Source: an optimization exercise on an open RTL-to-GDS flow (aim: small area and a short achievable clock period). Production flows keep margins and buffers that such runs may drop.

== north ==
==> module life_rule_cell, before the edit <==
module life_rule_cell (
    input  logic [1:0] s_l_n,
    input  logic [1:0] s_c_n,
    input  logic [1:0] s_r_n,
    input  logic       self_n,
    input  logic [8:0] birth_mask,
    input  logic [8:0] survive_mask,
    input  logic       birth8_n,      
    input  logic       birth0_n,      
    input  logic       survive8_n,    
    input  logic       survive0_n,    
    output logic       next
);
    logic t0_n, k1_n, x_n, y_n, t1, z, t2, t3_n, lo2_a, lo2_b;
    life_fa u_fa0 (.a(s_l_n[0]), .b(s_c_n[0]), .c(s_r_n[0]), .s(t0_n), .co(k1_n));
    life_fa u_fa1 (.a(s_l_n[1]), .b(s_c_n[1]), .c(s_r_n[1]), .s(x_n),  .co(y_n));
    life_xor2  u_t1 (.a(x_n), .b(k1_n), .y(t1));
    life_nor2  u_z  (.a(x_n), .b(k1_n), .y(z));
    life_xnor2 u_t2 (.a(y_n), .b(z), .y(t2));
    life_nor2  u_t3a (.a(s_l_n[1]), .b(s_c_n[1]), .y(lo2_a));
    life_nor2  u_t3b (.a(s_r_n[1]), .b(k1_n),     .y(lo2_b));
    life_nand2 u_t3  (.a(lo2_a),    .b(lo2_b),    .y(t3_n));
    logic b0, s1, g0, g1, g2, g3;
    life_mux2i u_b0 (.d({birth0_n, birth8_n}),     .s(t3_n), .y(b0));
    life_mux2i u_s1 (.d({survive0_n, survive8_n}), .s(t3_n), .y(s1));
    life_mux4 u_g0 (.d({b0, birth_mask[1], survive_mask[7], s1}),             .s({self_n, t0_n}), .y(g0));
    life_mux4 u_g1 (.d({birth_mask[2], birth_mask[3], survive_mask[1], survive_mask[2]}), .s({self_n, t0_n}), .y(g1));
    life_mux4 u_g2 (.d({birth_mask[4], birth_mask[5], survive_mask[3], survive_mask[4]}), .s({self_n, t0_n}), .y(g2));
    life_mux4 u_g3 (.d({birth_mask[6], birth_mask[7], survive_mask[5], survive_mask[6]}), .s({self_n, t0_n}), .y(g3));
    life_mux4 u_m  (.d({g3, g2, g1, g0}),                                     .s({t2, t1}), .y(next));
endmodule
==> module life_nand2, before the edit <==
module life_nand2 (input logic a, input logic b, output logic y);
    assign y = !(a & b);
endmodule
Settings: LEC_CHECK=0, CAP_MARGIN=20, CORE_MARGIN=2, CORE_UTILIZATION=40, SLEW_MARGIN=20, SYNTH_HIERARCHICAL=1; clock period 11.5 ns.
standard.sh (not shown) runs the stock make flow with config.mk's settings and CLKGATE_MAP_FILE= SYNTH_SCRIPT=/design/flow/synth_recipe.tcl, a recipe that flattens the netlist after the stock synthesis.
==> flow/flow/run.sh <==
#!/bin/bash
# The standard synthesis and layout, with these changes to the layout steps:
# - the synthesized combinational cells start as the smallest cell of their kind
#   (flow/downsize.tcl), so that timing repair only grows the ones that need it;
# - the port buffers are the cell named in flow/port_buffer.txt;
# - timing repair aims for the setup slack in flow/setup_margin.txt;
# - clock tree synthesis takes the arguments in flow/cts_args.txt, if present.
set -uo pipefail
cd "$(dirname "$0")/.."
bash standard.sh synth > synth.log 2>&1 || exit 1
export PRE_FLOORPLAN_TCL="$(pwd)/flow/downsize.tcl"
export BUFFER_PORTS_ARGS="-buffer_cell $(cat flow/port_buffer.txt)"
export SETUP_SLACK_MARGIN=$(cat flow/setup_margin.txt)
if [[ -f flow/cts_args.txt ]]; then
  export CTS_ARGS="$(cat flow/cts_args.txt)"
fi
bash standard.sh > layout.log 2>&1
==> flow/flow/cts_args.txt <==
-sink_clustering_enable -repair_clock_nets -buf_list sky130_fd_sc_hd__clkbuf_8 -dont_use_dummy_load -sink_clustering_size 12 -sink_clustering_max_diameter 100
==> flow/flow/downsize.tcl <==
# Swap every combinational cell for the smallest-area cell of its kind (same function,
# another drive strength), so that timing repair only grows the cells whose paths
# need it.
set n_down 0
foreach inst [get_cells *] {
  set ref [get_property $inst ref_name]
  if {![regexp {^(sky130_fd_sc_hd__([a-z0-9]+))_([0-9]+)$} $ref -> base kind drive]} { continue }
  if {[regexp {^(e?df|sdf|dl|tap|fill|decap|conb|clk|dly|probe|lpflow)} $kind]} { continue }
  set best_area [get_property [get_lib_cells $ref] area]
  set best ""
  foreach lc [get_lib_cells -quiet ${base}_*] {
    set name [get_property $lc name]
    if {![regexp "^${base}_\[0-9\]+\$" $name]} { continue }
    set a [get_property $lc area]
    if {$a < $best_area - 1e-6} {
      set best_area $a
      set best $lc
    }
  }
  if {$best ne ""} {
    replace_cell $inst $best
    incr n_down
  }
}
puts "downsize.tcl: swapped $n_down cells for smaller ones"
==> flow/flow/port_buffer.txt <==
sky130_fd_sc_hd__buf_1
==> flow/flow/setup_margin.txt <==
6.5
## Diff of input files: south against north
==> flow/design.v, changed modules only <==
module life_rule_cell (
    input  logic [1:0] s_l_n,
    input  logic [1:0] s_c_n,
    input  logic [1:0] s_r_n,
    input  logic       self_n,
    input  logic [8:0] birth_mask,
    input  logic [8:0] survive_mask,
    input  logic       birth8_n,      
    input  logic       birth0_n,      
    input  logic       survive8_n,    
    input  logic       survive0_n,    
    output logic       next
);
    logic t0_n, k1_n, x_n, y_n, t1, z, t2, t3;
    life_fa u_fa0 (.a(s_l_n[0]), .b(s_c_n[0]), .c(s_r_n[0]), .s(t0_n), .co(k1_n));
    life_fa u_fa1 (.a(s_l_n[1]), .b(s_c_n[1]), .c(s_r_n[1]), .s(x_n),  .co(y_n));
    life_xor2  u_t1 (.a(x_n), .b(k1_n), .y(t1));
    life_nor2  u_z  (.a(x_n), .b(k1_n), .y(z));
    life_xnor2 u_t2 (.a(y_n), .b(z), .y(t2));
    life_nor4  u_t3 (.a(s_l_n[1]), .b(s_c_n[1]), .c(s_r_n[1]), .d(k1_n), .y(t3));
    logic b0, s1, g0, g1, g2, g3;
    life_mux2i u_b0 (.d({birth8_n, birth0_n}),     .s(t3), .y(b0));
    life_mux2i u_s1 (.d({survive8_n, survive0_n}), .s(t3), .y(s1));
    life_mux4 u_g0 (.d({b0, birth_mask[1], survive_mask[7], s1}),             .s({self_n, t0_n}), .y(g0));
    life_mux4 u_g1 (.d({birth_mask[2], birth_mask[3], survive_mask[1], survive_mask[2]}), .s({self_n, t0_n}), .y(g1));
    life_mux4 u_g2 (.d({birth_mask[4], birth_mask[5], survive_mask[3], survive_mask[4]}), .s({self_n, t0_n}), .y(g2));
    life_mux4 u_g3 (.d({birth_mask[6], birth_mask[7], survive_mask[5], survive_mask[6]}), .s({self_n, t0_n}), .y(g3));
    life_mux4 u_m  (.d({g3, g2, g1, g0}),                                     .s({t2, t1}), .y(next));
endmodule
module life_nor4 (input logic a, input logic b, input logic c, input logic d, output logic y);
    assign y = !(a | b | c | d);
endmodule
// module life_nand2 removed
==> comparison <==
- NOTE: horizontal die dimension in south falls short of that of north
- south vs north: initial core utilization down in south
- ~same register area in south and north
- Setup TNS delta (north -> south): insignificant
- Taking north as the reference, in south placed instance count decreased 131; total non-filler cell area in the finished layout picked up an extra about 2%; arrival time of the worst setup path level; share of cell area taken by multi-input logic gates has increased; routed wire length on met2 moved down.
- south vs. north: core utilization shows an increase of 1.2 points; worst setup slack shows an increase of 0.013 ns; routed wire length shows a reduction of about 1%.
No run of this note included a check of the RTL's function; only the layout flow was run.

## separate check: timing with driven ports
In the flow no input, the clock included, has a driving cell. The finished layouts below were timed again as built, in two steps.
Step 1 sets driving cells, clkbuf_16 on the clock port and buf_2 on the other inputs (assumed; they add their load-dependent delay and slew).
Step 2 moves the port delays by t, midway between the first and last clock arrival at a register: inputs arrive t later, outputs are due t later. That takes back most of the time a late clock gives input paths.
Slacks: ideal ports / drivers / drivers and shift; pairs: ideal ports / drivers.
run	shift t [ns]	slack for setup (ns)	worst setup path after step 2
north	0.665	6.512 / 6.491 / 6.047	input to register
south	0.684	6.525 / 6.489 / 6.013	input to register
After both steps every run listed still meets setup and hold. The setup slack of south, which loses most, moves by -0.036 ns with the drivers and by -0.512 ns with both steps.
